Source: an optimization exercise on an open RTL-to-GDS flow (aim: small area, a short achievable clock period and few clock cycles per item). Production flows keep margins and buffers that such runs may drop. Function was checked by simulation only, so behaviour that the tests miss may differ from the original. Power figures rest on the tool's default switching activity, not on a simulated workload.

## flow/config.mk

```make
export PLATFORM = sky130hd
export DESIGN_NAME = simple_dma
export DESIGN_NICKNAME = simple_dma
export VERILOG_FILES = /design/flow/design.v
export SDC_FILE = /design/flow/constraint.sdc
export NUM_CORES = 4
export LEC_CHECK = 0
export ABC_CLOCK_PERIOD_IN_PS = 2000
export CAP_MARGIN = 20
export CORE_MARGIN = 2
export CORE_UTILIZATION = 40
export SETUP_SLACK_MARGIN = 2.5
export SLEW_MARGIN = 20
```

## flow/constraint.sdc

```tcl
create_clock -name core_clock -period 5.0 [get_ports {Bus2IP_Clk}]
set_input_delay 1.0000 -clock core_clock [delete_from_list [all_inputs] [get_ports {Bus2IP_Clk}]]
set_output_delay 1.0000 -clock core_clock [all_outputs]
set_load 0.01 [all_outputs]
```

## flow/design.v

```verilog
`default_nettype none
package dma_pkg;
  typedef logic [32-1:0] dma_addr_t;
  typedef logic [31:0] dma_len_t;
  typedef logic [4-1:0] dma_ce_t;
  typedef struct packed {
    dma_addr_t src;
    dma_addr_t dst;
    dma_len_t  len;
  } dma_cfg_t;
  typedef enum logic [2:0] {
    SEQ_IDLE,
    SEQ_RD_CHECK,
    SEQ_RD_WAIT,
    SEQ_WR_CHECK,
    SEQ_WR_WAIT
  } seq_state_t;
endpackage
`default_nettype wire
`default_nettype none
package mst_pkg;
  typedef logic [32-1:0] mst_data_t;
  typedef enum logic [1:0] {
    CMD_IDLE,
    CMD_RUN,
    CMD_WAIT,
    CMD_DONE
  } cmd_state_t;
endpackage
`default_nettype wire
`timescale 1ns/1ps
`default_nettype none
module dma_regs
(
  input  wire logic      Bus2IP_Clk,
  input  wire logic      rst,
  input  mst_pkg::mst_data_t      bus2ip_data,
  input  dma_pkg::dma_ce_t        bus2ip_wrce,
  input  dma_pkg::dma_ce_t        bus2ip_rdce,
  input  wire logic      busy,
  output mst_pkg::mst_data_t      ip2bus_data,
  output logic           ip2bus_wrack,
  output logic           ip2bus_rdack,
  output dma_pkg::dma_cfg_t       cfg,
  output logic           key
);
  always_ff @(posedge Bus2IP_Clk)
  begin
    if (rst)
      cfg <= '0;
    else
    begin
      if (bus2ip_wrce[3])
        cfg.src <= dma_pkg::dma_addr_t'(bus2ip_data);
      if (bus2ip_wrce[2])
        cfg.dst <= dma_pkg::dma_addr_t'(bus2ip_data);
      if (bus2ip_wrce[1])
        cfg.len <= dma_pkg::dma_len_t'(bus2ip_data);
    end
  end
  assign key = bus2ip_wrce[0] && (bus2ip_data == mst_pkg::mst_data_t'(32'h0000_00CC));
  assign ip2bus_data = ({32{bus2ip_rdce[3]}} & mst_pkg::mst_data_t'(cfg.src))
                     | ({32{bus2ip_rdce[2]}} & mst_pkg::mst_data_t'(cfg.dst))
                     | ({32{bus2ip_rdce[1]}} & mst_pkg::mst_data_t'(cfg.len))
                     | {{(32-1){1'b0}}, bus2ip_rdce[0] & busy};
  assign ip2bus_wrack = |bus2ip_wrce;
  assign ip2bus_rdack = |bus2ip_rdce;
endmodule
`default_nettype wire
`timescale 1ns/1ps
`default_nettype none
module simple_dma
(
  input  wire logic      Bus2IP_Clk,
  input  wire logic      rst,
  input  mst_pkg::mst_data_t      bus2ip_data,
  input  dma_pkg::dma_ce_t        bus2ip_wrce,
  input  dma_pkg::dma_ce_t        bus2ip_rdce,
  output mst_pkg::mst_data_t      ip2bus_data,
  output logic           ip2bus_wrack,
  output logic           ip2bus_rdack,
  input  wire logic      bus2ip_mst_cmdack,
  input  wire logic      bus2ip_mst_cmplt,
  input  mst_pkg::mst_data_t      bus2ip_mstrd_d,
  input  wire logic      bus2ip_mstrd_src_rdy_n,
  input  wire logic      bus2ip_mstwr_dst_rdy_n,
  output logic           ip2bus_mstrd_req,
  output logic           ip2bus_mstwr_req,
  output dma_pkg::dma_addr_t      ip2bus_mst_addr,
  output mst_pkg::mst_data_t      ip2bus_mstwr_d
);
  dma_pkg::dma_cfg_t cfg;
  logic     key;
  logic     busy_q;
  logic     rdreq_q;
  logic     wrreq_q;
  dma_pkg::dma_addr_t addr_q;
  dma_pkg::dma_addr_t next_q;
  logic [32-3:0] words_q;
  logic     part_q;
  mst_pkg::mst_data_t data_q;
  logic     start;
  logic     rd_cmplt;
  logic     wr_cmplt;
  logic     accept;
  logic     none_left;
  dma_regs u_regs (
    .Bus2IP_Clk(Bus2IP_Clk), .rst(rst),
    .bus2ip_data(bus2ip_data), .bus2ip_wrce(bus2ip_wrce), .bus2ip_rdce(bus2ip_rdce),
    .busy(busy_q), .ip2bus_data(ip2bus_data),
    .ip2bus_wrack(ip2bus_wrack), .ip2bus_rdack(ip2bus_rdack),
    .cfg(cfg), .key(key)
  );
  assign start     = key && !busy_q && (cfg.len != '0);
  assign rd_cmplt  = !bus2ip_mstrd_src_rdy_n;
  assign wr_cmplt  = !bus2ip_mstwr_dst_rdy_n;
  assign accept    = bus2ip_mst_cmdack || bus2ip_mst_cmplt;
  assign none_left = (words_q == '0) && !part_q;
  always_ff @(posedge Bus2IP_Clk)
  begin
    if (rst)
    begin
      busy_q  <= 1'b0;
      rdreq_q <= 1'b0;
      wrreq_q <= 1'b0;
    end
    else
    begin
      busy_q  <= start || (busy_q && !(wr_cmplt && none_left));
      rdreq_q <= start || (rdreq_q && !accept) || (busy_q && wr_cmplt && !none_left);
      wrreq_q <= (wrreq_q && !accept) || (busy_q && rd_cmplt);
    end
  end
  always_ff @(posedge Bus2IP_Clk)
  begin
    if (!busy_q)
    begin
      addr_q  <= cfg.src;
      next_q  <= cfg.dst;
      words_q <= cfg.len[32-1:2];
      part_q  <= |cfg.len[1:0];
    end
    else
    begin
      if (bus2ip_mst_cmplt)
      begin
        addr_q <= next_q;
        next_q <= addr_q + dma_pkg::dma_addr_t'(4);
      end
      if (rd_cmplt)
      begin
        if (words_q != '0)
          words_q <= words_q - 1'b1;
        else
          part_q  <= 1'b0;
      end
    end
  end
  always_ff @(posedge Bus2IP_Clk)
  begin
    if (rd_cmplt)
      data_q <= bus2ip_mstrd_d;
  end
  assign ip2bus_mstrd_req = rdreq_q;
  assign ip2bus_mstwr_req = wrreq_q;
  assign ip2bus_mst_addr  = addr_q;
  assign ip2bus_mstwr_d   = data_q;
endmodule
`default_nettype wire
```

## flow/run.sh

```bash
#!/bin/bash
# synth_recipe.tcl (not shown) runs the flow's synth.tcl, then flattens the netlist and writes it again
# the make line also repeats each setting of config.mk as NAME=value (left out here)
make -C /OpenROAD-flow-scripts/flow DESIGN_CONFIG=/design/flow/config.mk WORK_HOME=/design/flow/orfs CLKGATE_MAP_FILE= SYNTH_SCRIPT=/design/flow/synth_recipe.tcl finish
```

==> impl_metrics.env, run 1 <==
export IMPL_synthCells=916
export IMPL_hold_viol=0
export IMPL_grt_pass1_vias=7740
export IMPL_slew_limit_headroom=0.434
export IMPL_synth_area_um2=10200
export IMPL_post_dp_hpwl_um=19200
export IMPL_ctsLongestPathBuffers=3
export IMPL_ys_ff_latch=226
export IMPL_ios=178
export IMPL_num_vias=8210
export IMPL_first_iter_violations=664
export IMPL_fin_crit_sh=0.573
export IMPL_clk_latency_ns=0.52
export IMPL_pre_cts_ws_ns=0.983
export IMPL_hold_buffers=0
export IMPL_setup_tns_ns=0
export IMPL_die_y_um=164
export IMPL_multiInputGateArea_um2=4130
export IMPL_rows=58
export IMPL_final_cell_mix="nor2_1 (168), edfxtp_1 (127), clkdlybuf4s50_1 (120)"
export IMPL_wirelength_um=30400
export IMPL_period_needed_ns=2.87
export IMPL_synth_simple_gate_area_share=0.149
export IMPL_ys_flop_type="edfxtp_1"
export IMPL_diodes=0
export IMPL_syn_avg_cell_area_um2=11.1
export IMPL_synth_seq_area_share=0.568
export IMPL_portBuffers=177
export IMPL_synth_cell_type_count=47
export IMPL_grt_pass1_wl_um=45900
export IMPL_gp_congestion=0.830
export IMPL_crit_required_ns=4.00
export IMPL_routed_via_density=5.57
export IMPL_die_area_um2=26800
export IMPL_critPathKind="in -> out"
export IMPL_register_area_um2=5800
export IMPL_core_um2=25100
export IMPL_ff2ff_path_depth=6
export IMPL_synth_edf_count=127
export IMPL_synth_compound_area_frac=0.0871
export IMPL_grtUsageTotal=0.222
export IMPL_synth_nets=996
export IMPL_clock_fmax_ghz=0.349
export IMPL_grt_max_degree=79
export IMPL_cp_start_kind="input port"
export IMPL_stdcell_area_um2=13700
export IMPL_start_util=0.406
export IMPL_cp_arrival_ns=1.87
export IMPL_die_w_um=164
export IMPL_synthAdderAreaFrac=0.00245
export IMPL_max_cap_viol_count=0
export IMPL_final_common_cell="nor2_1"
export IMPL_cts_sinks=226
export IMPL_finalSetupViolCount=0
export IMPL_fin_nets=1205
export IMPL_p_leak_nw=5.73
export IMPL_min_path_type="reg -> reg"
export IMPL_cts_root_buf="clkbuf_16"
export IMPL_worst_slack_ns=2.13
export IMPL_cts_reportedPaths_clkPinSlew_ns=0.06
export IMPL_place_inst=1376
export IMPL_routedWlPerCell_um=20.6
export IMPL_dr_pass1_iters=7
export IMPL_grt_ovfl_total=0
export IMPL_post_route_util=0.545
export IMPL_crit_path_max_fanout=5
export IMPL_yosys_warnings=2
export IMPL_antenna_found_initial=1
export IMPL_synth_xor_area_frac=0.0223
export IMPL_tightest_slew_ns=0.848
export IMPL_placed_area_um2=12300
export IMPL_stdcell_count=1474
export IMPL_grt_setup_unrepaired="yes"
export IMPL_synth_top_family_by_area="simple AND/OR/NAND/NOR gates"
export IMPL_fillers=2265
export IMPL_ir_worst_vdd_uv=212
export IMPL_crit_path_end_kind="output port"
export IMPL_cts_tree="done"
export IMPL_drtAntennaViolNets=0
export IMPL_drive_gt1_frac=0.180
export IMPL_outcome="complete, no violations"
export IMPL_drc_errors=0
export IMPL_report_final_slew_viol_count=0
export IMPL_cts_htree_levels=1
export IMPL_skew_ns=0.0137
export IMPL_synth_mux_area_frac=0.133
export IMPL_synthArstFlopShare=0
export IMPL_area_growth_pct=34.2
export IMPL_power_density_nw_per_um2=334
export IMPL_hold_depth=2
export IMPL_cts_buffers=25
==> Yosys cell counts, drive strengths merged (17+ instances only) <==
cell	count	area [µm²]
mux2	35	394
dfxtp	99	1980
a31oi	30	188
edfxtp	127	3810
inv	39	146
or4	23	183
nor2	168	631
a21oi	29	145
mux2i	96	961
nor4	22	138
buf	17	73.8
clkbuf	43	161
a222oi	31	310
==> metrics by stage <==
stage	hold WS, ns	power (W)
floorplan	0.477	0.00247
global placement	0.496	0.00274
detailed placement	0.493	0.00275
CTS	0.509	0.00459
global route	0.550	0.00474
finish	0.503	0.00457
==> critical path: stages <==
cell and delay (ns):
buf_16 0.13, buf_12 0.13, a222oi_1 0.37, inv_1 0.08, buf_2 0.15
==> layout make-up <==
type / count / area share
sequential: 226 / 0.424
multi-input combinational: 592 / 0.302
timing repair buffer: 241 / 0.175
clock buffer: 32 / 0.0498
tap: 330 / 0.0302
inverter: 39 / 0.0107
clock inverter: 14 / 0.00878
==> layer usage <==
layer,vias up,wire [µm],track usage
met5,-,10,0
met4,2,660,0.0554
met3,41,2410,0.0394
met2,353,13900,0.362
met1,3950,13400,0.308
li1,3864,-,-
==> cells by family after synthesis <==
kind of cell | after synthesis
compound gates | 127
flops | 226
fa+ha+maj | 2
buf+inv | 99
xor+xnor | 26
mux | 131
simple gates | 305
==> sequential cells by signal (all words and copies together), names as in the netlist <==
| name | flops |
|---|---|
| words_q | 30 |
| part_q | 1 |
| busy_q | 1 |
| wrreq_q | 1 |
| next_q | 32 |
| data_q | 32 |
| addr_q | 32 |
| u_regs.cfg | 96 |
| rdreq_q | 1 |
==> power breakdown <==
| part | switching (W) | total (W) | internal, W |
|---|---|---|---|
| Combinational | 0.000277 | 0.000591 | 0.000313 |
| Clock | 0.000741 | 0.00180 | 0.00106 |
| Sequential | 0.0000962 | 0.00217 | 0.00208 |
==> worst paths after layout <==
path                                              to  slack, ns           startpoint
worst max-delay path                 ip2bus_data[23]       2.13       bus2ip_rdce[3]
worst min-delay path              wrreq_q$_SDFF_PP0_       0.50   wrreq_q$_SDFF_PP0_
worst max register to register  next_q[18]$_DFFE_PP_       2.61  addr_q[3]$_DFFE_PP_
worst min register to register    wrreq_q$_SDFF_PP0_       0.50   wrreq_q$_SDFF_PP0_
==> what timing repair did <==
| action | 4_1_cts | 5_1_grt |
|---|---|---|
| resized for setup | 211 | 15 |
| setup endpoints to repair | 110 | 125 |
| setup buffers | 34 | 7 |
| gates cloned | 11 | 0 |
| pin swaps | 35 | 20 |
Testbench counts, summed over its fixed seeds: cycles 59,953, words 6,547.
==> run 2: changes to the inputs <==
==> flow/flow/run.sh (new file) <==
#!/bin/bash
# Standard layout, but the port buffers are plain buffers instead of delay cells.
set -euo pipefail
export BUFFER_PORTS_ARGS="-buffer_cell sky130_fd_sc_hd__buf_2"
bash standard.sh synth > synth.log 2>&1
bash standard.sh finish > layout.log 2>&1
==> flow/standard.sh (new file) <==
#!/bin/bash
# synth_recipe.tcl (not shown) runs the flow's synth.tcl, then flattens the netlist and writes it again
# the make line also repeats each setting of config.mk as NAME=value (left out here)
make -C /OpenROAD-flow-scripts/flow DESIGN_CONFIG=/design/flow/config.mk WORK_HOME=/design/flow/orfs CLKGATE_MAP_FILE= SYNTH_SCRIPT=/design/flow/synth_recipe.tcl "${@:-finish}"
removed: flow/run.sh
==> impl_metrics.env, run 2 <==
export IMPL_first_iter_violations=792
export IMPL_synth_edf_count=127
export IMPL_die_y_um=164
export IMPL_grt_pass1_vias=7355
export IMPL_skew_ns=0.0239
export IMPL_die_area_um2=26800
export IMPL_cts_reportedPaths_clkPinSlew_ns=0.06
export IMPL_critPathKind="in -> out"
export IMPL_diodes=0
export IMPL_cts_root_buf="clkbuf_16"
export IMPL_synth_area_um2=10200
export IMPL_start_util=0.406
export IMPL_grt_pass1_wl_um=43700
export IMPL_cts_sinks=226
export IMPL_fillers=2312
export IMPL_portBuffers=177
export IMPL_worst_path_dominant_cell_family="buffers and inverters"
export IMPL_finalSetupViolCount=0
export IMPL_core_um2=25100
export IMPL_hold_start="wrreq_q$_SDFF_PP0_"
export IMPL_yosysTopAreaCellShare=0.374
export IMPL_crit_path_max_fanout=8
export IMPL_die_w_um=164
export IMPL_routed_via_density=5.63
export IMPL_routedWlPerCell_um=20.3
export IMPL_outcome="complete, no violations"
export IMPL_fin_crit_sh=0.569
export IMPL_ff2ff_path_depth=6
export IMPL_synthCells=916
export IMPL_fin_nets=1166
export IMPL_crit_path_end_kind="output port"
export IMPL_hold_depth=2
export IMPL_dr_pass1_iters=7
export IMPL_synth_seq_area_share=0.568
export IMPL_min_path_type="reg -> reg"
export IMPL_period_needed_ns=2.85
export IMPL_power_density_nw_per_um2=363
export IMPL_ff2ff_setup_slack_ns=2.56
export IMPL_drive_gt1_frac=0.276
export IMPL_synth_area_leaders="edfxtp_1 (37%), dfxtp_1 (19%), mux2i_1 (9.4%), nor2_1 (6.2%), mux2_2 (3.9%)"
export IMPL_synth_nets=996
export IMPL_grt_setup_unrepaired="yes"
export IMPL_tightest_slew_ns=0.828
export IMPL_cp_start_kind="input port"
export IMPL_cp_arrival_ns=1.85
export IMPL_antenna_found_initial=1
export IMPL_slowest_stage="a222oi_1"
export IMPL_synthArstFlopShare=0
export IMPL_post_route_util=0.505
export IMPL_num_vias=8079
export IMPL_worstHoldEndpoint="wrreq_q$_SDFF_PP0_"
export IMPL_path_cells="buf_16, buf_12, a222oi_1, inv_1, buf_2"
export IMPL_hold_viol=0
export IMPL_clock_fmax_ghz=0.351
export IMPL_cts_tree="done"
export IMPL_max_cap_viol_count=0
export IMPL_clk_latency_ns=0.54
export IMPL_report_final_slew_viol_count=0
export IMPL_grtUsageTotal=0.212
export IMPL_post_dp_hpwl_um=18100
export IMPL_setup_tns_ns=0
export IMPL_yosys_warnings=2
export IMPL_synthTopCellsByCount="nor2_1 (168), edfxtp_1 (127), dfxtp_1 (99), mux2i_1 (96), clkbuf_1 (43)"
export IMPL_drtAntennaViolNets=0
export IMPL_slew_limit_headroom=0.443
export IMPL_ios=178
export IMPL_final_common_cell="buf_2"
export IMPL_ir_worst_vdd_uv=213
export IMPL_ys_flop_type="edfxtp_1"
export IMPL_ctsLongestPathBuffers=3
export IMPL_p_leak_nw=5.44
export IMPL_area_growth_pct=24.4
export IMPL_synth_most_common_cell="nor2_1"
export IMPL_final_cell_mix="buf_2 (169), nor2_1 (168), edfxtp_1 (127)"
export IMPL_r2r_start="words_q[15]$_DFFE_PP_"
export IMPL_top_register="u_regs.cfg"
export IMPL_syn_avg_cell_area_um2=11.1
export IMPL_ys_ff_latch=226
export IMPL_drc_errors=0
export IMPL_wirelength_um=29200
export IMPL_synth_top_area_cell="edfxtp_1"
export IMPL_synth_cell_type_count=47
export IMPL_largest_reg_flops=96
export IMPL_r2r_end="words_q[29]$_DFFE_PP_"
export IMPL_crit_required_ns=4.00
export IMPL_grt_max_degree=73
export IMPL_gp_congestion=0.804
export IMPL_cts_buffers=25
export IMPL_grt_ovfl_total=0
export IMPL_path_buf_inv=4
export IMPL_rows=58
export IMPL_cts_htree_levels=1
export IMPL_worst_path_largest_cell_delay_ns=0.37
## run 2: logic make-up after synthesis
group                      Yosys count  share of synthesized area
and+or+nand+nor                    305                      0.149
DFF                                226                      0.568
muxes                              131                      0.133
AOI/OAI and AO/OA                  127                     0.0871
buffers and inverters               99                     0.0374
xor gates and xnor gates            26                     0.0223
adders and majority gates            2                    0.00245
## run 2: area by class of cell
| cell class | instances | area, µm² | share of cell area |
|---|---|---|---|
| inverters | 39 | 146 | 0.0115 |
| clock inverters | 14 | 178 | 0.0140 |
| flip-flops and latches | 226 | 5800 | 0.457 |
| well taps | 330 | 413 | 0.0325 |
| clock buffers | 32 | 683 | 0.0539 |
| multi-input cells | 592 | 4160 | 0.328 |
| repair buffers | 202 | 1310 | 0.103 |
## run 2: where the power goes
part / switching [W] / total, W / internal, W
sequential: 0.0000996 / 0.00218 / 0.00208
combinational: 0.000264 / 0.000493 / 0.000228
clock: 0.000760 / 0.00193 / 0.00117
## run 2: metal layers
layer  vias up  wire (µm)  track usage
li1       3779          -            -
met1      3935      12700        0.301
met2       319      13600        0.337
met3        44       2360       0.0363
met4         2        583       0.0562
met5         -         13            0
## run 2: timing repair
| action | CTS | global route |
|---|---|---|
| pin swaps | 28 | 7 |
| gates cloned | 7 | 0 |
| setup endpoints to repair | 87 | 77 |
| gates resized for setup | 31 | 11 |
| buffers inserted | 5 | 5 |
| hold buffers | 0 | 0 |
## run 2: worst max-delay path by stage
| stage | to | slack, ns | start | cells past startpoint |
|---|---|---|---|---|
| after floorplan | ip2bus_data[18] | 2.34 | bus2ip_rdce[2] | 4 |
| after global placement | ip2bus_data[31] | 1.83 | bus2ip_rdce[3] | 4 |
| after detailed placement | ip2bus_data[31] | 1.80 | bus2ip_rdce[3] | 4 |
| after CTS | ip2bus_data[31] | 2.18 | bus2ip_rdce[2] | 4 |
| after global routing | ip2bus_data[8] | 2.12 | bus2ip_rdce[2] | 5 |
| final | ip2bus_data[4] | 2.15 | bus2ip_rdce[2] | 5 |
## run 2: tightest hold or removal path: cells and delay by family (launching register included)
kind	cells	cell delay [ns]
AO/OA/AOI/OAI	1	0.07
flip-flops	1	0.33
AND/OR/NAND/NOR	1	0.08
## run 2: metrics by stage
| step | power (W) | hold WS (ns) | setup slack, ns | area [µm²] | std cells |
|---|---|---|---|---|---|
| finish | 0.00460 | 0.507 | 2.15 | 12700 | 1435 |
| floorplan | 0.00247 | 0.477 | 2.34 | 10300 | 916 |
| global route | 0.00478 | 0.548 | 2.12 | 12700 | 1435 |
| global placement | 0.00265 | 0.480 | 1.83 | 11400 | 1372 |
| CTS | 0.00462 | 0.506 | 2.18 | 12600 | 1430 |
| detailed placement | 0.00266 | 0.490 | 1.80 | 11400 | 1372 |
==> run 3: changes to the inputs <==
==> flow/flow/run.sh (replaced) <==
#!/bin/bash
# Standard synthesis and layout; the port buffers use the cell named below.
set -euo pipefail
export BUFFER_PORTS_ARGS=-buffer_cell\ sky130_fd_sc_hd__buf_2
bash standard.sh synth > synth.log 2>&1
bash standard.sh finish > layout.log 2>&1
--- a/flow/config.mk
+++ b/flow/config.mk
@@ -7,2 +7,3 @@
 export LEC_CHECK = 0
+export ABC_AREA = 1
 export ABC_CLOCK_PERIOD_IN_PS = 2000
==> impl_metrics.env, run 3 <==
export IMPL_outcome="complete, no violations"
export IMPL_ys_ff_latch=226
export IMPL_wirelength_um=34500
export IMPL_skew_ns=0.0127
export IMPL_die_y_um=167
export IMPL_die_area_um2=27900
export IMPL_clk_latency_ns=0.54
export IMPL_hold_viol=0
export IMPL_synth_area_um2=10600
export IMPL_drive_gt1_frac=0.224
export IMPL_num_vias=9483
export IMPL_synth_nets=1345
export IMPL_synthTopCellsByCount="nand2_1 (266), nor2_1 (168), o21ai_0 (152), edfxtp_1 (127), inv_1 (123)"
export IMPL_power_density_nw_per_um2=351
export IMPL_worst_hold_slack_ns=0.478
export IMPL_core_um2=26100
export IMPL_crit_required_ns=4.00
export IMPL_synth_most_common_cell="nand2_1"
export IMPL_gp_congestion=0.916
export IMPL_cp_arrival_ns=1.76
export IMPL_start_util=0.408
export IMPL_ios=178
export IMPL_cts_buffers=26
export IMPL_grt_pass1_wl_um=52800
export IMPL_synth_seq_area_share=0.545
export IMPL_synth_edf_count=127
export IMPL_clock_fmax_ghz=0.362
export IMPL_yosysTopAreaCellShare=0.359
export IMPL_critPathKind="in -> out"
export IMPL_synth_top_area_cell="edfxtp_1"
export IMPL_cts_tree="done"
export IMPL_crit_path_end_kind="output port"
export IMPL_post_dp_hpwl_um=22900
export IMPL_grt_max_degree=99
export IMPL_post_route_util=0.507
export IMPL_top_register="u_regs.cfg"
export IMPL_routed_via_density=5.30
export IMPL_portBuffers=177
export IMPL_grtUsageTotal=0.242
export IMPL_grt_ovfl_total=0
export IMPL_die_w_um=167
export IMPL_synth_area_leaders="edfxtp_1 (36%), dfxtp_1 (19%), nand2_1 (9.4%), o21ai_0 (7.2%), nor2_1 (5.9%)"
export IMPL_grt_pass1_vias=8895
export IMPL_slew_limit_headroom=0.337
export IMPL_final_cell_mix="nand2_1 (261), buf_2 (169), nor2_1 (167)"
export IMPL_drc_errors=0
export IMPL_drtAntennaViolNets=0
export IMPL_fin_crit_sh=0.552
export IMPL_min_path_type="reg -> reg"
export IMPL_cts_reportedPaths_clkPinSlew_ns=0.06
export IMPL_rows=59
export IMPL_grt_setup_unrepaired="yes"
export IMPL_cp_start_kind="input port"
export IMPL_diodes=0
export IMPL_synthCells=1265
export IMPL_area_growth_pct=24.2
export IMPL_fin_nets=1515
export IMPL_routedWlPerCell_um=19.3
export IMPL_dr_pass1_iters=5
export IMPL_fillers=2452
export IMPL_largest_reg_flops=96
export IMPL_antenna_found_initial=0
export IMPL_cts_htree_levels=1
export IMPL_final_common_cell="nand2_1"
export IMPL_ctsLongestPathBuffers=3
export IMPL_tightest_slew_ns=0.993
export IMPL_max_cap_viol_count=0
export IMPL_ir_worst_vdd_uv=239
export IMPL_synth_cell_type_count=39
export IMPL_p_leak_nw=5.40
export IMPL_period_needed_ns=2.76
export IMPL_first_iter_violations=739
export IMPL_report_final_slew_viol_count=0
export IMPL_ys_flop_type="edfxtp_1"
export IMPL_crit_path_max_fanout=14
export IMPL_yosys_warnings=2
export IMPL_syn_avg_cell_area_um2=8.40
export IMPL_cts_root_buf="clkbuf_16"
export IMPL_hold_buffers=0
export IMPL_cts_sinks=226
export IMPL_finalSetupViolCount=0
export IMPL_synthArstFlopShare=0
export IMPL_setup_tns_ns=0
run 3: worst paths after layout:
path	startpoint	to	slack, ns	cells after the start
max	bus2ip_rdce[3]	ip2bus_data[13]	2.24	4
min	wrreq_q$_SDFF_PP0_	wrreq_q$_SDFF_PP0_	0.48	2
max reg2reg	busy_q$_SDFF_PP0_	rdreq_q$_SDFF_PP0_	2.79	8
min reg2reg	wrreq_q$_SDFF_PP0_	wrreq_q$_SDFF_PP0_	0.48	2
run 3: metal layers:
layer / track usage / vias to the layer above / part of all wire
li1: - / 4581 / -
met1: 0.335 / 4414 / 0.44
met2: 0.379 / 416 / 0.44
met3: 0.0440 / 72 / 0.082
met4: 0.0903 / 0 / 0.037
met5: 0 / - / 0
run 3: logic make-up after synthesis:
kind of cell             Yosys count  share of synthesized area
AND/OR/NAND/NOR                  519                      0.207
XOR/XNOR                          27                     0.0223
adder cells (fa/ha/maj)            2                    0.00235
AO/OA/AOI/OAI                    301                      0.155
buffers and inverters            190                     0.0684
flip-flops                       226                      0.545
run 3: timing repair:
| item | 4_1_cts | 5_1_grt |
|---|---|---|
| pin swaps | 2 | 2 |
| cloned | 3 | 1 |
| setup endpoints to repair | 34 | 34 |
| buffers inserted | 11 | 0 |
| resized for setup | 58 | 27 |
run 3: where the power goes:
group / internal (W) / switching [W]
Combinational: 0.000209 / 0.000350
Clock: 0.00111 / 0.000779
Sequential: 0.00210 / 0.0000915
run 3: critical path, stage by stage:
cell,delay [ns]
buf_6,0.20
clkinv_16,0.14
o221ai_4,0.23
buf_2,0.17
run 3: layout make-up:
type / count / area, µm² / area share
flip-flops and latches: 226 / 5800 / 0.439
multi-input cells: 849 / 4370 / 0.331
repair buffers: 196 / 1170 / 0.0890
clock buffers: 37 / 763 / 0.0578
inverters: 132 / 546 / 0.0413
well taps: 335 / 419 / 0.0318
clock inverters: 11 / 82.6 / 0.00626
repair inverters: 4 / 45.0 / 0.00341
run 3: stage by stage:
stage | cell area (µm²) | cells | worst slack, ns | power (W)
floorplan | 10700 | 1265 | 2.50 | 0.00250
global placement | 11800 | 1727 | 1.51 | 0.00271
detailed placement | 11800 | 1727 | 1.44 | 0.00272
CTS | 13000 | 1789 | 2.27 | 0.00463
global route | 13200 | 1790 | 2.23 | 0.00480
finish | 13200 | 1790 | 2.24 | 0.00464
==> run 4: changes to the inputs <==
--- a/flow/flow/run.sh
+++ b/flow/flow/run.sh
@@ -3,3 +3,3 @@
 set -euo pipefail
-export BUFFER_PORTS_ARGS=-buffer_cell\ sky130_fd_sc_hd__buf_2
+export BUFFER_PORTS_ARGS=-buffer_cell\ sky130_fd_sc_hd__buf_1
 bash standard.sh synth > synth.log 2>&1
--- a/flow/config.mk
+++ b/flow/config.mk
@@ -7,3 +7,2 @@
 export LEC_CHECK = 0
-export ABC_AREA = 1
 export ABC_CLOCK_PERIOD_IN_PS = 2000
@@ -11,3 +10,5 @@
 export CORE_MARGIN = 2
-export CORE_UTILIZATION = 40
+export CORE_UTILIZATION = 65
+export CTS_CLUSTER_DIAMETER = 100
+export CTS_CLUSTER_SIZE = 30
 export SETUP_SLACK_MARGIN = 2.5
==> impl_metrics.env, run 4 <==
export IMPL_grt_ovfl_total=0
export IMPL_routed_via_density=6.44
export IMPL_clock_fmax_ghz=0.340
export IMPL_synth_top_area_cell="edfxtp_1"
export IMPL_p_comb_frac=0.137
export IMPL_period_needed_ns=2.95
export IMPL_synth_seq_area_share=0.568
export IMPL_syn_avg_cell_area_um2=11.1
export IMPL_finalSetupViolCount=0
export IMPL_p_seq_frac=0.591
export IMPL_die_y_um=129
export IMPL_synth_area_leaders="edfxtp_1 (37%), dfxtp_1 (19%), mux2i_1 (9.4%), nor2_1 (6.2%), mux2_2 (3.9%)"
export IMPL_crit_path_end_kind="output port"
export IMPL_fin_crit_sh=0.589
export IMPL_synthCells=916
export IMPL_cp_start_kind="input port"
export IMPL_ys_ff_latch=226
export IMPL_final_cell_mix="nor2_1 (168), buf_1 (156), edfxtp_1 (127)"
export IMPL_grtUsageTotal=0.330
export IMPL_grt_pass1_wl_um=42800
export IMPL_cts_root_buf="clkbuf_16"
export IMPL_switching_share=0.261
export IMPL_synth_area_um2=10200
export IMPL_synthArstFlopShare=0
export IMPL_core_um2=15300
export IMPL_outcome="complete, no violations"
export IMPL_gp_congestion=0.826
export IMPL_fillers=1043
export IMPL_yosys_warnings=2
export IMPL_synth_edf_count=127
export IMPL_min_path_type="reg -> reg"
export IMPL_report_final_slew_viol_count=0
export IMPL_cp_arrival_ns=1.95
export IMPL_r2r_start="words_q[15]$_DFFE_PP_"
export IMPL_drtAntennaViolNets=0
export IMPL_wirelength_um=29000
export IMPL_cts_buffers=11
export IMPL_largest_reg_flops=96
export IMPL_p_clk_frac=0.272
export IMPL_setup_tns_ns=0
export IMPL_ctsLongestPathBuffers=3
export IMPL_hold_buffers=0
export IMPL_grt_setup_unrepaired="yes"
export IMPL_cp_endpoint="ip2bus_data[30]"
export IMPL_ios=178
export IMPL_ir_worst_vdd_uv=258
export IMPL_power_switching_w=0.000961
export IMPL_r2r_end="words_q[29]$_DFFE_PP_"
export IMPL_hold_viol=0
export IMPL_dr_pass1_iters=9
export IMPL_yosysTopAreaCellShare=0.374
export IMPL_p_int_w=0.00273
export IMPL_slew_limit_headroom=0.226
export IMPL_portBuffers=177
export IMPL_critPathLaunch="bus2ip_rdce[3]"
export IMPL_crit_path_max_fanout=4
export IMPL_skew_ns=0.0234
export IMPL_final_common_cell="nor2_1"
export IMPL_tightest_slew_ns=1.16
export IMPL_die_w_um=129
export IMPL_ys_flop_type="edfxtp_1"
export IMPL_stdcell_area_um2=12100
export IMPL_antenna_found_initial=0
export IMPL_cts_sinks=226
export IMPL_max_cap_viol_count=0
export IMPL_synth_cell_type_count=47
export IMPL_grt_max_degree=86
export IMPL_p_leak_nw=4.82
export IMPL_drc_errors=0
export IMPL_cts_reportedPaths_clkPinSlew_ns=0.12
export IMPL_routedWlPerCell_um=22.3
export IMPL_synthTopCellsByCount="nor2_1 (168), edfxtp_1 (127), dfxtp_1 (99), mux2i_1 (96), clkbuf_1 (43)"
export IMPL_ff2ff_path_depth=5
export IMPL_area_growth_pct=18.3
export IMPL_clk_latency_ns=0.47
export IMPL_power_density_nw_per_um2=306
export IMPL_num_vias=8387
export IMPL_die_area_um2=16700
export IMPL_cts_tree="done"
export IMPL_cts_htree_levels=1
export IMPL_placed_area_um2=11000
export IMPL_rows=45
export IMPL_drive_gt1_frac=0.128
export IMPL_crit_required_ns=4.00
export IMPL_synth_nets=996
export IMPL_diodes=0
export IMPL_first_iter_violations=1104
export IMPL_ff2ff_setup_slack_ns=2.55
export IMPL_post_dp_hpwl_um=16900
export IMPL_critPathKind="in -> out"
export IMPL_start_util=0.668
export IMPL_grt_pass1_vias=7645
export IMPL_fin_nets=1168
export IMPL_synth_most_common_cell="nor2_1"
export IMPL_top_register="u_regs.cfg"
export IMPL_worst_hold_slack_ns=0.517
run 4: how the worst min path moves through the flow:
stage                    startpoint                 end  slack (ns)  cells past startpoint
3_5_place_dp     wrreq_q$_SDFF_PP0_  wrreq_q$_SDFF_PP0_        0.49                      2
6_report         wrreq_q$_SDFF_PP0_  wrreq_q$_SDFF_PP0_        0.52                      2
2_1_floorplan  part_q$_SDFFCE_PP0P_  rdreq_q$_SDFF_PP0_        0.48                      2
4_1_cts          wrreq_q$_SDFF_PP0_  wrreq_q$_SDFF_PP0_        0.52                      2
3_3_place_gp     wrreq_q$_SDFF_PP0_  wrreq_q$_SDFF_PP0_        0.48                      2
5_1_grt          wrreq_q$_SDFF_PP0_  wrreq_q$_SDFF_PP0_        0.55                      2
run 4: what timing repair did:
action,4_1_cts,5_1_grt
cloned,9,4
resized for setup,53,29
setup endpoints to repair,82,75
setup buffers,6,12
pin swaps,35,9
run 4: critical path, stage by stage:
cell	delay, ns
buf_12	0.13
buf_16	0.14
a222oi_1	0.36
inv_1	0.16
buf_6	0.15
run 4: power groups by stage:
stage / registers (W) / logic (W) / clock network (W)
after global placement: 0.00221 / 0.000407 / 0
after CTS: 0.00217 / 0.000467 / 0.00100
after floorplan: 0.00220 / 0.000271 / 0
after global routing: 0.00219 / 0.000546 / 0.00107
final: 0.00218 / 0.000505 / 0.00100
after detailed placement: 0.00221 / 0.000415 / 0
run 4: stage by stage:
step	util	worst slack [ns]	std cells	total power (W)
after CTS	0.771	2.08	1287	0.00364
after global placement	0.722	1.90	1255	0.00262
after global routing	0.790	2.05	1303	0.00381
after floorplan	-	2.34	916	0.00247
final	0.790	2.05	1303	0.00369
after detailed placement	0.722	1.89	1255	0.00263
run 4: metal layers:
layer,wire [µm],GRT usage
met5,0,0
met3,2850,0.0388
met4,946,0.106
met2,13600,0.532
met1,11600,0.471
run 4: final cells by class:
| cell class | count | area, µm² | area share |
|---|---|---|---|
| Clock inverter | 1 | 16.3 | 0.00135 |
| Inverter | 39 | 146 | 0.0121 |
| Timing Repair Buffer | 218 | 1390 | 0.115 |
| Tap cell | 211 | 264 | 0.0219 |
| Clock buffer | 16 | 294 | 0.0244 |
| Sequential cell | 226 | 5800 | 0.481 |
| Multi-Input combinational cell | 592 | 4150 | 0.344 |
run 4: cells by family after synthesis:
family / count (synthesis) / share of synthesized area
mux: 131 / 0.133
fa+ha+maj: 2 / 0.00245
compound gates: 127 / 0.0871
xor+xnor: 26 / 0.0223
simple gates: 305 / 0.149
flops: 226 / 0.568
buf+inv: 99 / 0.0374
==> run 5: changes to the inputs <==
--- a/flow/flow/run.sh
+++ b/flow/flow/run.sh
@@ -4,2 +4,3 @@
 export BUFFER_PORTS_ARGS=-buffer_cell\ sky130_fd_sc_hd__buf_1
+export DONT_USE_CELLS=sky130_fd_sc_hd__a222oi_1\ sky130_fd_sc_hd__or4_1\ sky130_fd_sc_hd__or4_2\ sky130_fd_sc_hd__or4_4\ sky130_fd_sc_hd__nor4_1\ sky130_fd_sc_hd__nor4_2\ sky130_fd_sc_hd__nor4_4
 bash standard.sh synth > synth.log 2>&1
==> impl_metrics.env, run 5 <==
export IMPL_crit_path_max_fanout=4
export IMPL_slew_limit_headroom=0.226
export IMPL_cts_buffers=11
export IMPL_fin_crit_sh=0.589
export IMPL_p_leak_nw=4.82
export IMPL_area_growth_pct=18.3
export IMPL_ff2ff_path_depth=5
export IMPL_report_final_slew_viol_count=0
export IMPL_clock_fmax_ghz=0.340
export IMPL_synthTopCellsByCount="nor2_1 (168), edfxtp_1 (127), dfxtp_1 (99), mux2i_1 (96), clkbuf_1 (43)"
export IMPL_crit_path_end_kind="output port"
export IMPL_critPathKind="in -> out"
export IMPL_final_cell_mix="nor2_1 (168), buf_1 (156), edfxtp_1 (127)"
export IMPL_die_area_um2=16700
export IMPL_ff2ff_setup_slack_ns=2.55
export IMPL_period_needed_ns=2.95
export IMPL_grt_ovfl_total=0
export IMPL_yosys_warnings=2
export IMPL_fillers=1043
export IMPL_grt_pass1_vias=7645
export IMPL_place_inst=1255
export IMPL_pre_cts_ws_ns=1.89
export IMPL_outcome="complete, no violations"
export IMPL_min_path_type="reg -> reg"
export IMPL_cts_htree_levels=1
export IMPL_largest_reg_flops=96
export IMPL_cts_sinks=226
export IMPL_synthArstFlopShare=0
export IMPL_wirelength_um=29000
export IMPL_setup_tns_ns=0
export IMPL_synth_area_um2=10200
export IMPL_diodes=0
export IMPL_worst_slack_ns=2.05
export IMPL_die_y_um=129
export IMPL_crit_required_ns=4.00
export IMPL_drtAntennaViolNets=0
export IMPL_ys_ff_latch=226
export IMPL_r2r_start="words_q[15]$_DFFE_PP_"
export IMPL_cp_arrival_ns=1.95
export IMPL_first_iter_violations=1104
export IMPL_top_register="u_regs.cfg"
export IMPL_hold_viol=0
export IMPL_routed_via_density=6.44
export IMPL_final_common_cell="nor2_1"
export IMPL_r2r_end="words_q[29]$_DFFE_PP_"
export IMPL_synth_most_common_cell="nor2_1"
export IMPL_start_util=0.668
export IMPL_routedWlPerCell_um=22.3
export IMPL_grt_setup_unrepaired="yes"
export IMPL_cts_reportedPaths_clkPinSlew_ns=0.12
export IMPL_cts_tree="done"
export IMPL_finalSetupViolCount=0
export IMPL_power_density_nw_per_um2=306
export IMPL_power_total_w=0.00369
export IMPL_grtUsageTotal=0.330
export IMPL_yosysTopAreaCellShare=0.374
export IMPL_synth_seq_area_share=0.568
export IMPL_synth_nets=996
export IMPL_fin_nets=1168
export IMPL_cts_root_buf="clkbuf_16"
export IMPL_worst_path_largest_cell_delay_ns=0.36
export IMPL_stdcell_count=1303
export IMPL_register_area_um2=5800
export IMPL_worstHoldEndpoint="wrreq_q$_SDFF_PP0_"
export IMPL_post_dp_hpwl_um=16900
export IMPL_grt_pass1_wl_um=42800
export IMPL_max_cap_viol_count=0
export IMPL_synthCells=916
export IMPL_ios=178
export IMPL_ir_worst_vdd_uv=258
export IMPL_num_vias=8387
export IMPL_multiInputGateArea_um2=4150
export IMPL_portBuffers=177
export IMPL_skew_ns=0.0234
export IMPL_slowest_stage="a222oi_1"
export IMPL_path_cells="buf_12, buf_16, a222oi_1, inv_1, buf_6"
export IMPL_antenna_found_initial=0
export IMPL_synth_cell_type_count=47
export IMPL_clk_latency_ns=0.47
export IMPL_drive_gt1_frac=0.128
export IMPL_gp_congestion=0.826
export IMPL_die_w_um=129
export IMPL_synth_edf_count=127
export IMPL_cp_start_kind="input port"
export IMPL_grt_max_degree=86
export IMPL_ys_flop_type="edfxtp_1"
export IMPL_core_um2=15300
export IMPL_hold_start="wrreq_q$_SDFF_PP0_"
export IMPL_synth_top_area_cell="edfxtp_1"
export IMPL_dr_pass1_iters=9
export IMPL_rows=45
export IMPL_drc_errors=0
export IMPL_tightest_slew_ns=1.16
export IMPL_synth_area_leaders="edfxtp_1 (37%), dfxtp_1 (19%), mux2i_1 (9.4%), nor2_1 (6.2%), mux2_2 (3.9%)"
export IMPL_syn_avg_cell_area_um2=11.1
export IMPL_ctsLongestPathBuffers=3
export IMPL_hold_depth=2
-- run 5: cell counts in the layout (fill, tap and decap cells not counted) --
Identical to the previous run, type by type.
-- run 5: power by group --
part	leakage, nW	internal (W)	total, W	switching [W]
registers	2.26	0.00208	0.00218	0.000103
clock network	0.149	0.000425	0.00100	0.000579
logic	2.42	0.000226	0.000505	0.000279
-- run 5: layout make-up --
cell class	count	area share
tap	211	0.0219
clock inverter	1	0.00135
sequential	226	0.481
inverter	39	0.0121
multi-input combinational	592	0.344
clock buffer	16	0.0244
timing repair buffer	218	0.115
-- run 5: how the worst max path moves through the flow --
| stage | depth (start not counted) | to | from |
|---|---|---|---|
| 2_1_floorplan | 4 | ip2bus_data[18] | bus2ip_rdce[2] |
| 3_3_place_gp | 4 | ip2bus_wrack | bus2ip_wrce[2] |
| 3_5_place_dp | 4 | ip2bus_wrack | bus2ip_wrce[2] |
| 4_1_cts | 4 | ip2bus_rdack | bus2ip_rdce[3] |
| 5_1_grt | 5 | ip2bus_data[21] | bus2ip_rdce[3] |
| 6_report | 5 | ip2bus_data[30] | bus2ip_rdce[3] |
-- run 5: through the flow --
step	utilization	cell area [µm²]	hold slack, ns
after floorplan	-	10300	0.477
after detailed placement	0.722	11000	0.488
after global routing	0.790	12100	0.548
final	0.790	12100	0.517
after global placement	0.722	11000	0.478
after CTS	0.771	11800	0.516
-- run 5: cell families (layout without fill, tap and decap cells) --
logic type	Yosys count	after routing	synth area share
adders and majority gates	2	2	0.00245
muxes	131	131	0.133
buffers and inverters	99	274	0.0374
DFF	226	226	0.568
and+or+nand+nor	305	305	0.149
AOI/OAI and AO/OA	127	128	0.0871
xor gates and xnor gates	26	26	0.0223
-- run 5: timing repair --
item	CTS	global route
pin swaps	35	9
setup buffers	6	12
resized for setup	53	29
endpoints found under the setup margin	82	75
cloned	9	4
hold buffers	0	0
-- run 5: critical path, delay by kind of cell --
kind / cells / cell delay, ns
buf+inv: 4 / 0.58
compound gates: 1 / 0.36
-- run 5: routing by layer --
metal | share of wire | vias to the layer above | track usage
met5 | 0 | - | 0
met4 | 0.033 | 0 | 0.106
met3 | 0.098 | 72 | 0.0388
met2 | 0.47 | 526 | 0.532
met1 | 0.40 | 4033 | 0.471
li1 | - | 3756 | -
==> run 6: changes to the inputs <==
--- a/flow/config.mk
+++ b/flow/config.mk
@@ -13,3 +13,3 @@
 export CTS_CLUSTER_SIZE = 30
-export SETUP_SLACK_MARGIN = 2.5
+export SETUP_SLACK_MARGIN = 2.2
 export SLEW_MARGIN = 20
==> impl_metrics.env, run 6 <==
export IMPL_outcome="complete, no violations"
export IMPL_dr_pass1_iters=7
export IMPL_hold_start="wrreq_q$_SDFF_PP0_"
export IMPL_syn_avg_cell_area_um2=11.1
export IMPL_ctsLongestPathBuffers=3
export IMPL_die_area_um2=16700
export IMPL_die_y_um=129
export IMPL_ir_worst_vdd_uv=254
export IMPL_cts_root_buf="clkbuf_16"
export IMPL_start_util=0.668
export IMPL_worst_slack_ns=2.02
export IMPL_ff2ff_setup_slack_ns=2.36
export IMPL_die_w_um=129
export IMPL_r2r_end="next_q[22]$_DFFE_PP_"
export IMPL_first_iter_violations=871
export IMPL_wirelength_um=27900
export IMPL_gp_congestion=0.820
export IMPL_synthCells=916
export IMPL_synthTopCellsByCount="nor2_1 (168), edfxtp_1 (127), dfxtp_1 (99), mux2i_1 (96), clkbuf_1 (43)"
export IMPL_drc_errors=0
export IMPL_hold_viol=0
export IMPL_drtAntennaViolNets=0
export IMPL_worstHoldEndpoint="wrreq_q$_SDFF_PP0_"
export IMPL_synth_cell_type_count=47
export IMPL_final_cell_mix="nor2_1 (168), buf_1 (158), edfxtp_1 (127)"
export IMPL_synth_top_area_cell="edfxtp_1"
export IMPL_rows=45
export IMPL_placed_area_um2=11000
export IMPL_synth_seq_area_share=0.568
export IMPL_clk_latency_ns=0.47
export IMPL_drive_gt1_frac=0.109
export IMPL_stdcell_area_um2=11900
export IMPL_ys_flop_type="edfxtp_1"
export IMPL_stdcell_count=1294
export IMPL_crit_path_end_kind="output port"
export IMPL_ys_ff_latch=226
export IMPL_clock_fmax_ghz=0.336
export IMPL_core_um2=15300
export IMPL_cp_arrival_ns=1.98
export IMPL_synth_area_leaders="edfxtp_1 (37%), dfxtp_1 (19%), mux2i_1 (9.4%), nor2_1 (6.2%), mux2_2 (3.9%)"
export IMPL_skew_ns=0.0220
export IMPL_synth_area_um2=10200
export IMPL_place_inst=1256
export IMPL_area_growth_pct=16.8
export IMPL_grt_setup_unrepaired="yes"
export IMPL_routedWlPerCell_um=21.6
export IMPL_cts_htree_levels=1
export IMPL_synth_nets=996
export IMPL_cp_start_kind="input port"
export IMPL_post_dp_hpwl_um=16800
export IMPL_routed_via_density=6.31
export IMPL_hold_depth=2
export IMPL_top_register="u_regs.cfg"
export IMPL_grt_pass1_vias=7444
export IMPL_cts_buffers=11
export IMPL_min_path_type="reg -> reg"
export IMPL_synth_most_common_cell="nor2_1"
export IMPL_p_leak_nw=4.76
export IMPL_synth_edf_count=127
export IMPL_grt_pass1_wl_um=41000
export IMPL_power_density_nw_per_um2=307
export IMPL_crit_top_cell="buf_12"
export IMPL_setup_tns_ns=0
export IMPL_pre_cts_ws_ns=1.88
export IMPL_max_cap_viol_count=0
export IMPL_num_vias=8167
export IMPL_largest_reg_flops=96
export IMPL_yosysTopAreaCellShare=0.374
export IMPL_fin_crit_sh=0.595
export IMPL_critPathKind="in -> out"
export IMPL_grt_max_degree=57
export IMPL_cts_tree="done"
export IMPL_ios=178
export IMPL_slew_limit_headroom=0.473
export IMPL_yosys_warnings=2
export IMPL_fin_nets=1158
export IMPL_report_final_slew_viol_count=0
export IMPL_cts_sinks=226
export IMPL_antenna_found_initial=1
export IMPL_ff2ff_path_depth=5
export IMPL_portBuffers=177
export IMPL_synthArstFlopShare=0
export IMPL_slowest_stage="a222oi_1"
export IMPL_cts_reportedPaths_clkPinSlew_ns=0.12
export IMPL_period_needed_ns=2.98
export IMPL_r2r_start="addr_q[2]$_DFFE_PP_"
export IMPL_worst_path_largest_cell_delay_ns=0.47
export IMPL_fillers=1028
export IMPL_grtUsageTotal=0.318
export IMPL_critPathLaunch="bus2ip_rdce[3]"
export IMPL_path_cells="buf_12, buf_12, a222oi_1, inv_1, buf_1"
export IMPL_grt_ovfl_total=0
export IMPL_crit_path_max_fanout=5
export IMPL_tightest_slew_ns=0.783
export IMPL_crit_required_ns=4.00
export IMPL_finalSetupViolCount=0
export IMPL_final_common_cell="nor2_1"
==> run 6: report_power, final <==
part,internal (W),switching (W),leakage (nW),total [W]
sequential,0.00208,0.0000973,2.26,0.00217
clock,0.000424,0.000573,0.149,0.000997
combinational,0.000218,0.000274,2.35,0.000492
==> run 6: area by class of cell <==
class	count	area, µm²	share of cell area
clock buffer	16	294	0.0247
multi-input combinational	591	4060	0.340
inverter	39	146	0.0123
tap	211	264	0.0222
clock inverter	1	16.3	0.00137
sequential	226	5800	0.487
timing repair buffer	209	1340	0.112
antenna	1	2.50	0.000210
==> run 6: metal layers <==
layer / up-vias / global-route usage / wire [µm]
li1: 3739 / - / -
met5: - / 0 / 0
met3: 64 / 0.0582 / 2640
met2: 452 / 0.518 / 13100
met1: 3912 / 0.430 / 11200
met4: 0 / 0.116 / 952
==> run 6: critical path: cells and delay by family <==
family | cells | cell delay [ns]
AO/OA/AOI/OAI | 1 | 0.47
buffers and inverters | 4 | 0.50
==> run 6: worst max path at each step <==
stage	endpoint	slack (ns)	cells past startpoint
after CTS	ip2bus_rdack	2.06	4
final	ip2bus_data[31]	2.02	5
after floorplan	ip2bus_wrack	2.28	2
after detailed placement	ip2bus_wrack	1.88	4
after global placement	ip2bus_wrack	1.88	4
after global routing	ip2bus_data[30]	2.02	5
==> run 6: cell families after synthesis <==
group | after synthesis | share of synthesized area
AOI/OAI and AO/OA | 127 | 0.0871
adders and majority gates | 2 | 0.00245
muxes | 131 | 0.133
xor gates and xnor gates | 26 | 0.0223
and+or+nand+nor | 305 | 0.149
buffers and inverters | 99 | 0.0374
DFF | 226 | 0.568
==> run 6: timing repair <==
action	4_1_cts	5_1_grt
resized for setup	44	27
setup buffers	5	3
gates cloned	9	3
hold buffers	0	0
setup endpoints to repair	60	60
pin swaps	32	6
==> run 6: metrics by stage <==
stage               hold WS [ns]   util  total power, W
CTS                        0.512  0.769         0.00364
global route               0.527  0.781         0.00378
global placement           0.475  0.721         0.00261
floorplan                  0.477      -         0.00246
detailed placement         0.483  0.721         0.00262
finish                     0.507  0.781         0.00366
==> run 7: changes to the inputs <==
==> flow/run.sh (new file) <==
#!/bin/bash
# synth_recipe.tcl (not shown) runs the flow's synth.tcl, then flattens the netlist and writes it again
# the make line also repeats each setting of config.mk as NAME=value (left out here)
make -C /OpenROAD-flow-scripts/flow DESIGN_CONFIG=/design/flow/config.mk WORK_HOME=/design/flow/orfs CLKGATE_MAP_FILE= SYNTH_SCRIPT=/design/flow/synth_recipe.tcl finish
==> flow/config.mk (replaced) <==
export PLATFORM = sky130hd
export DESIGN_NAME = simple_dma
export DESIGN_NICKNAME = simple_dma
export VERILOG_FILES = /design/flow/design.v
export SDC_FILE = /design/flow/constraint.sdc
export NUM_CORES = 4
export LEC_CHECK = 0
export CAP_MARGIN = 20
export CORE_MARGIN = 2
export CORE_UTILIZATION = 40
export SLEW_MARGIN = 20
removed: flow/flow/run.sh
removed: flow/standard.sh
==> impl_metrics.env, run 7 <==
export IMPL_p_clk_frac=0.406
export IMPL_grt_ovfl_total=0
export IMPL_ff2ff_path_depth=7
export IMPL_worst_path_largest_cell_delay_ns=0.80
export IMPL_ff2ff_setup_slack_ns=2.02
export IMPL_synth_area_leaders="edfxtp_1 (37%), dfxtp_1 (19%), mux2i_1 (9.4%), nor2_1 (6.2%), mux2_2 (3.9%)"
export IMPL_routedWlPerCell_um=19.7
export IMPL_synth_edf_count=127
export IMPL_place_inst=1376
export IMPL_routed_via_density=5.52
export IMPL_hold_viol=0
export IMPL_cp_depth=5
export IMPL_dr_pass1_iters=7
export IMPL_path_buf_inv=4
export IMPL_tightest_slew_ns=0.798
export IMPL_cp_start_kind="input port"
export IMPL_power_switching_w=0.00110
export IMPL_portBuffers=177
export IMPL_final_common_cell="clkdlybuf4s50_1"
export IMPL_die_area_um2=26800
export IMPL_ios=178
export IMPL_stdcell_area_um2=13100
export IMPL_largest_reg_flops=96
export IMPL_num_vias=7865
export IMPL_synth_top_area_cell="edfxtp_1"
export IMPL_slew_limit_headroom=0.463
export IMPL_antenna_found_initial=1
export IMPL_outcome="complete, no violations"
export IMPL_grt_pass1_vias=7313
export IMPL_crit_top_cell="clkdlybuf4s50_1"
export IMPL_die_y_um=164
export IMPL_setup_tns_ns=0
export IMPL_max_cap_viol_count=0
export IMPL_synth_most_common_cell="nor2_1"
export IMPL_area_growth_pct=28.3
export IMPL_cts_buffers=26
export IMPL_grtUsageTotal=0.204
export IMPL_path_cells="clkdlybuf4s50_1, buf_4, a222oi_1, inv_1, clkdlybuf4s50_1"
export IMPL_cts_htree_levels=1
export IMPL_yosysTopAreaCellShare=0.374
export IMPL_die_w_um=164
export IMPL_stdcell_count=1425
export IMPL_critPathKind="in -> out"
export IMPL_cts_resized=0
export IMPL_synth_area_um2=10200
export IMPL_cp_endpoint="ip2bus_data[7]"
export IMPL_top_register="u_regs.cfg"
export IMPL_cts_sinks=226
export IMPL_crit_path_max_fanout=18
export IMPL_start_util=0.406
export IMPL_cts_root_buf="clkbuf_16"
export IMPL_hold_buffers=0
export IMPL_p_leak_nw=5.17
export IMPL_critPathLaunch="bus2ip_rdce[2]"
export IMPL_cts_reportedPaths_clkPinSlew_ns=0.05
export IMPL_switching_share=0.240
export IMPL_hold_depth=2
export IMPL_cp_arrival_ns=3.12
export IMPL_period_needed_ns=4.12
export IMPL_ir_worst_vdd_uv=209
export IMPL_skew_ns=0.00817
export IMPL_drtAntennaViolNets=0
export IMPL_power_density_nw_per_um2=349
export IMPL_synthTopCellsByCount="nor2_1 (168), edfxtp_1 (127), dfxtp_1 (99), mux2i_1 (96), clkbuf_1 (43)"
export IMPL_cts_tree="done"
export IMPL_crit_path_end_kind="output port"
export IMPL_first_iter_violations=708
export IMPL_grt_setup_unrepaired="no"
export IMPL_yosys_warnings=2
export IMPL_final_cell_mix="clkdlybuf4s50_1 (173), nor2_1 (168), edfxtp_1 (127)"
export IMPL_clk_latency_ns=0.53
export IMPL_crit_required_ns=4.00
export IMPL_r2r_start="words_q[0]$_DFFE_PP_"
export IMPL_drive_gt1_frac=0.0987
export IMPL_ys_flop_type="edfxtp_1"
export IMPL_fin_nets=1154
export IMPL_drc_errors=0
export IMPL_grt_max_degree=67
export IMPL_ys_ff_latch=226
export IMPL_post_route_util=0.521
export IMPL_synthArstFlopShare=0
export IMPL_synth_nets=996
export IMPL_wirelength_um=28000
export IMPL_power_total_w=0.00456
export IMPL_ctsLongestPathBuffers=3
export IMPL_min_path_type="reg -> reg"
export IMPL_fin_crit_sh=0.823
export IMPL_synthCells=916
export IMPL_grt_pass1_wl_um=42500
export IMPL_clock_fmax_ghz=0.243
export IMPL_report_final_slew_viol_count=0
export IMPL_worst_path_dominant_cell_family="buffers and inverters"
export IMPL_rows=58
export IMPL_slowest_stage="clkdlybuf4s50_1"
export IMPL_post_dp_hpwl_um=19100
export IMPL_synth_seq_area_share=0.568
export IMPL_r2r_end="words_q[16]$_DFFE_PP_"
export IMPL_synth_cell_type_count=47
export IMPL_postCtsSetupRepairBufs=0
export IMPL_gp_congestion=0.781
export IMPL_p_comb_frac=0.116
export IMPL_syn_avg_cell_area_um2=11.1
export IMPL_placed_area_um2=12200
export IMPL_p_int_w=0.00347
export IMPL_p_seq_frac=0.478
export IMPL_finalSetupViolCount=0
export IMPL_core_um2=25100
run 7: cell families after synthesis:
group           Yosys count  share of synthesized area
buf+inv                  99                     0.0374
xor+xnor                 26                     0.0223
mux                     131                      0.133
compound gates          127                     0.0871
simple gates            305                      0.149
flops                   226                      0.568
fa+ha+maj                 2                    0.00245
run 7: worst min-delay path by stage:
| stage | endpoint | startpoint | slack [ns] |
|---|---|---|---|
| finish | wrreq_q$_SDFF_PP0_ | wrreq_q$_SDFF_PP0_ | 0.51 |
| global route | addr_q[16]$_DFFE_PP_ | next_q[16]$_DFFE_PP_ | 0.55 |
| CTS | wrreq_q$_SDFF_PP0_ | wrreq_q$_SDFF_PP0_ | 0.51 |
| detailed placement | wrreq_q$_SDFF_PP0_ | wrreq_q$_SDFF_PP0_ | 0.50 |
| global placement | wrreq_q$_SDFF_PP0_ | wrreq_q$_SDFF_PP0_ | 0.49 |
| floorplan | rdreq_q$_SDFF_PP0_ | part_q$_SDFFCE_PP0P_ | 0.48 |
run 7: final cells by class:
cell class	count	area (µm²)
fill	2282	12000
sequential	226	5800
multi-input combinational	591	4030
timing repair buffer	190	1850
clock buffer	38	757
tap	330	413
inverter	39	146
clock inverter	10	91.3
antenna	1	2.50
run 7: tightest hold or removal path, delay by kind of cell (launching register included):
family          cells  cell delay (ns)
compound gates      1             0.07
flops               1             0.33
simple gates        1             0.08
run 7: metal layers:
| metal | routed length (µm) | global-route usage |
|---|---|---|
| met1 | 12500 | 0.283 |
| met2 | 13100 | 0.333 |
| met3 | 1970 | 0.0348 |
| met4 | 529 | 0.0506 |
| met5 | 0 | 0 |
run 7: metrics by stage:
step | worst slack, ns | hold WS [ns]
6_report | 0.884 | 0.507
5_1_grt | 0.769 | 0.550
4_1_cts | 0.912 | 0.510
3_5_place_dp | 0.917 | 0.496
3_3_place_gp | 0.971 | 0.487
2_1_floorplan | 1.31 | 0.477
run 7: power by group through the flow:
stage | Clock, W | Sequential, W | Combinational, W
2_1_floorplan | 0 | 0.00220 | 0.000264
3_3_place_gp | 0 | 0.00222 | 0.000518
3_5_place_dp | 0 | 0.00222 | 0.000528
4_1_cts | 0.00189 | 0.00218 | 0.000532
5_1_grt | 0.00196 | 0.00220 | 0.000575
6_report | 0.00185 | 0.00218 | 0.000528
==> run 8: changes to the inputs <==
--- a/flow/design.v
+++ b/flow/design.v
@@ -46,15 +46,12 @@
 );
+  mst_pkg::mst_data_t wdata;
+  assign wdata = rst ? '0 : bus2ip_data;
   always_ff @(posedge Bus2IP_Clk)
   begin
-    if (rst)
-      cfg <= '0;
-    else
-    begin
-      if (bus2ip_wrce[3])
-        cfg.src <= dma_pkg::dma_addr_t'(bus2ip_data);
-      if (bus2ip_wrce[2])
-        cfg.dst <= dma_pkg::dma_addr_t'(bus2ip_data);
-      if (bus2ip_wrce[1])
-        cfg.len <= dma_pkg::dma_len_t'(bus2ip_data);
-    end
+    if (rst || bus2ip_wrce[3])
+      cfg.src <= dma_pkg::dma_addr_t'(wdata);
+    if (rst || bus2ip_wrce[2])
+      cfg.dst <= dma_pkg::dma_addr_t'(wdata);
+    if (rst || bus2ip_wrce[1])
+      cfg.len <= dma_pkg::dma_len_t'(wdata);
   end
==> flow/flow/run.sh (new file) <==
#!/bin/bash
# The standard flow (standard.sh) with two changes:
#  - the port buffers are sky130_fd_sc_hd__buf_1 cells (the standard flow picks delay cells);
#  - a few slow combinational cells are added to the platform's don't-use list,
#    for synthesis and layout alike. Registers are mapped exactly as in the
#    standard synthesis; only combinational gate choice changes.
set -euo pipefail
export BUFFER_PORTS_ARGS="-buffer_cell sky130_fd_sc_hd__buf_1"
DU="sky130_fd_sc_hd__probe_p_8 sky130_fd_sc_hd__probec_p_8 sky130_fd_sc_hd__lpflow_bleeder_1 sky130_fd_sc_hd__lpflow_clkbufkapwr_1 sky130_fd_sc_hd__lpflow_clkbufkapwr_16 sky130_fd_sc_hd__lpflow_clkbufkapwr_2 sky130_fd_sc_hd__lpflow_clkbufkapwr_4 sky130_fd_sc_hd__lpflow_clkbufkapwr_8 sky130_fd_sc_hd__lpflow_clkinvkapwr_1 sky130_fd_sc_hd__lpflow_clkinvkapwr_16 sky130_fd_sc_hd__lpflow_clkinvkapwr_2 sky130_fd_sc_hd__lpflow_clkinvkapwr_4 sky130_fd_sc_hd__lpflow_clkinvkapwr_8 sky130_fd_sc_hd__lpflow_decapkapwr_12 sky130_fd_sc_hd__lpflow_decapkapwr_3 sky130_fd_sc_hd__lpflow_decapkapwr_4 sky130_fd_sc_hd__lpflow_decapkapwr_6 sky130_fd_sc_hd__lpflow_decapkapwr_8 sky130_fd_sc_hd__lpflow_inputiso0n_1 sky130_fd_sc_hd__lpflow_inputiso0p_1 sky130_fd_sc_hd__lpflow_inputiso1n_1 sky130_fd_sc_hd__lpflow_inputiso1p_1 sky130_fd_sc_hd__lpflow_inputisolatch_1 sky130_fd_sc_hd__lpflow_isobufsrc_1 sky130_fd_sc_hd__lpflow_isobufsrc_16 sky130_fd_sc_hd__lpflow_isobufsrc_2 sky130_fd_sc_hd__lpflow_isobufsrc_4 sky130_fd_sc_hd__lpflow_isobufsrc_8 sky130_fd_sc_hd__lpflow_isobufsrckapwr_16 sky130_fd_sc_hd__lpflow_lsbuf_lh_hl_isowell_tap_1 sky130_fd_sc_hd__lpflow_lsbuf_lh_hl_isowell_tap_2 sky130_fd_sc_hd__lpflow_lsbuf_lh_hl_isowell_tap_4 sky130_fd_sc_hd__lpflow_lsbuf_lh_isowell_4 sky130_fd_sc_hd__lpflow_lsbuf_lh_isowell_tap_1 sky130_fd_sc_hd__lpflow_lsbuf_lh_isowell_tap_2 sky130_fd_sc_hd__lpflow_lsbuf_lh_isowell_tap_4 sky130_fd_sc_hd__a222oi_1 sky130_fd_sc_hd__or4_1 sky130_fd_sc_hd__or4_2 sky130_fd_sc_hd__or4_4 sky130_fd_sc_hd__nor4_1 sky130_fd_sc_hd__nor4_2 sky130_fd_sc_hd__nor4_4"
bash standard.sh "DONT_USE_CELLS=$DU" synth > synth.log 2>&1
bash standard.sh "DONT_USE_CELLS=$DU" finish > layout.log 2>&1
==> flow/standard.sh (new file) <==
#!/bin/bash
# synth_recipe.tcl (not shown) runs the flow's synth.tcl, then flattens the netlist and writes it again
# the make line also repeats each setting of config.mk as NAME=value (left out here)
make -C /OpenROAD-flow-scripts/flow DESIGN_CONFIG=/design/flow/config.mk WORK_HOME=/design/flow/orfs CLKGATE_MAP_FILE= SYNTH_SCRIPT=/design/flow/synth_recipe.tcl "${@:-finish}"
--- a/flow/config.mk
+++ b/flow/config.mk
@@ -7,5 +7,9 @@
 export LEC_CHECK = 0
+export ABC_CLOCK_PERIOD_IN_PS = 2000
 export CAP_MARGIN = 20
 export CORE_MARGIN = 2
-export CORE_UTILIZATION = 40
+export CORE_UTILIZATION = 65
+export CTS_CLUSTER_DIAMETER = 100
+export CTS_CLUSTER_SIZE = 30
+export SETUP_SLACK_MARGIN = 2.5
 export SLEW_MARGIN = 20
removed: flow/run.sh
==> impl_metrics.env, run 8 <==
export IMPL_hold_viol=0
export IMPL_grt_ovfl_total=0
export IMPL_drive_gt1_frac=0.174
export IMPL_grt_max_degree=73
export IMPL_place_inst=1105
export IMPL_synthArstFlopShare=0
export IMPL_multiInputGateArea_um2=3260
export IMPL_worst_slack_ns=2.32
export IMPL_power_density_nw_per_um2=326
export IMPL_worst_path_dominant_cell_family="buffers and inverters"
export IMPL_cp_arrival_ns=1.68
export IMPL_routed_via_density=6.18
export IMPL_crit_path_max_fanout=8
export IMPL_die_y_um=128
export IMPL_setup_tns_ns=0
export IMPL_outcome="complete, no violations"
export IMPL_largest_reg_flops=96
export IMPL_grtUsageTotal=0.304
export IMPL_crit_required_ns=4.00
export IMPL_crit_path_end_kind="output port"
export IMPL_wirelength_um=25300
export IMPL_cts_buffers=11
export IMPL_worst_path_largest_cell_delay_ns=0.18
export IMPL_period_needed_ns=2.68
export IMPL_cts_root_buf="clkbuf_16"
export IMPL_fin_crit_sh=0.537
export IMPL_start_util=0.661
export IMPL_ir_worst_vdd_uv=343
export IMPL_skew_ns=0.0255
export IMPL_synth_nets=851
export IMPL_portBuffers=177
export IMPL_gp_congestion=0.844
export IMPL_diodes=0
export IMPL_area_growth_pct=17.9
export IMPL_finalSetupViolCount=0
export IMPL_ctsLongestPathBuffers=3
export IMPL_clock_fmax_ghz=0.373
export IMPL_tightest_slew_ns=0.991
export IMPL_post_route_util=0.780
export IMPL_synth_edf_count=223
export IMPL_cts_reportedPaths_clkPinSlew_ns=0.11
export IMPL_cts_tree="done"
export IMPL_synth_area_um2=9980
export IMPL_placed_area_um2=10800
export IMPL_drc_errors=0
export IMPL_synth_most_common_cell="edfxtp_1"
export IMPL_rows=45
export IMPL_ios=178
export IMPL_p_leak_nw=4.20
export IMPL_ys_flop_type="edfxtp_1"
export IMPL_slew_limit_headroom=0.339
export IMPL_num_vias=6989
export IMPL_critPathKind="in -> out"
export IMPL_routedWlPerCell_um=22.4
export IMPL_cts_sinks=226
export IMPL_post_dp_hpwl_um=15400
export IMPL_synth_cell_type_count=46
export IMPL_synthTopCellsByCount="edfxtp_1 (223), nor2_1 (103), nand2_1 (79), a21oi_1 (52), xor2_1 (38)"
export IMPL_register_area_um2=6760
export IMPL_final_cell_mix="edfxtp_1 (223), buf_1 (141), nor2_1 (101)"
export IMPL_core_um2=15100
export IMPL_clk_latency_ns=0.48
export IMPL_dr_pass1_iters=5
export IMPL_ys_ff_latch=226
export IMPL_path_cells="buf_12, buf_16, a22oi_2, nand2_1, buf_2"
export IMPL_yosysTopAreaCellShare=0.671
export IMPL_first_iter_violations=667
export IMPL_pre_cts_ws_ns=2.05
export IMPL_cp_start_kind="input port"
export IMPL_die_w_um=128
export IMPL_die_area_um2=16400
==> run 8: cell families (layout without fill, tap and decap cells) <==
group,after synthesis,count (layout),share of synthesized area
and+or+nand+nor,312,312,0.156
DFF,226,226,0.677
AOI/OAI and AO/OA,102,102,0.0621
xor gates and xnor gates,50,50,0.0439
buffers and inverters,43,215,0.0179
muxes,36,36,0.0406
adders and majority gates,2,2,0.00251
==> run 8: area by class of cell <==
| class | instances | area share |
|---|---|---|
| multi-input combinational | 502 | 0.277 |
| clock inverter | 2 | 0.00181 |
| timing repair buffer | 198 | 0.102 |
| clock buffer | 11 | 0.0234 |
| sequential | 226 | 0.575 |
| tap | 188 | 0.0200 |
| inverter | 4 | 0.00128 |
==> run 8: final timing paths <==
check | start | to | slack (ns) | cells past startpoint
min | rdreq_q$_SDFF_PP0_ | rdreq_q$_SDFF_PP0_ | 0.54 | 2
min reg2reg | rdreq_q$_SDFF_PP0_ | rdreq_q$_SDFF_PP0_ | 0.54 | 2
max | bus2ip_rdce[3] | ip2bus_data[26] | 2.32 | 5
max reg2reg | words_q[0]$_DFFE_PP_ | words_q[10]$_DFFE_PP_ | 2.61 | 8
==> run 8: metrics by stage <==
step	hold WS [ns]	power, W
after detailed placement	0.507	0.00282
after global routing	0.569	0.00395
after floorplan	0.523	0.00265
final	0.539	0.00384
after global placement	0.517	0.00280
after CTS	0.542	0.00383
==> run 8: timing repair <==
item                                    CTS  global route
pin swaps                                24            26
resized for setup                        90            20
buffers inserted                          1             0
endpoints found under the hold margin     0             0
gates cloned                             10             2
endpoints found under the setup margin   64            53
hold buffers                              0             0
==> run 8: metal layers <==
metal	track usage	vias up	share of wire
met5	0	-	0
met4	0.0879	0	0.031
met3	0.0430	61	0.086
met2	0.511	355	0.49
met1	0.423	3398	0.39
li1	-	3175	-
==> run 8: power breakdown <==
group | internal (W) | switching [W]
Clock | 0.000408 | 0.000557
Sequential | 0.00227 | 0.000130
Combinational | 0.000209 | 0.000262
Total | 0.00289 | 0.000950
==> run 8: worst reg2reg max path: stages (launching register included) <==
cell	delay [ns]
edfxtp_1	0.48
inv_1	0.11
ha_1	0.20
nor2b_1	0.23
and3_4	0.33
nand4_1	0.17
nor3_2	0.22
o21ai_4	0.16
buf_6	0.27
Testbench counts of run 8, summed over its fixed seeds: cycles 59,953, words 6,547.
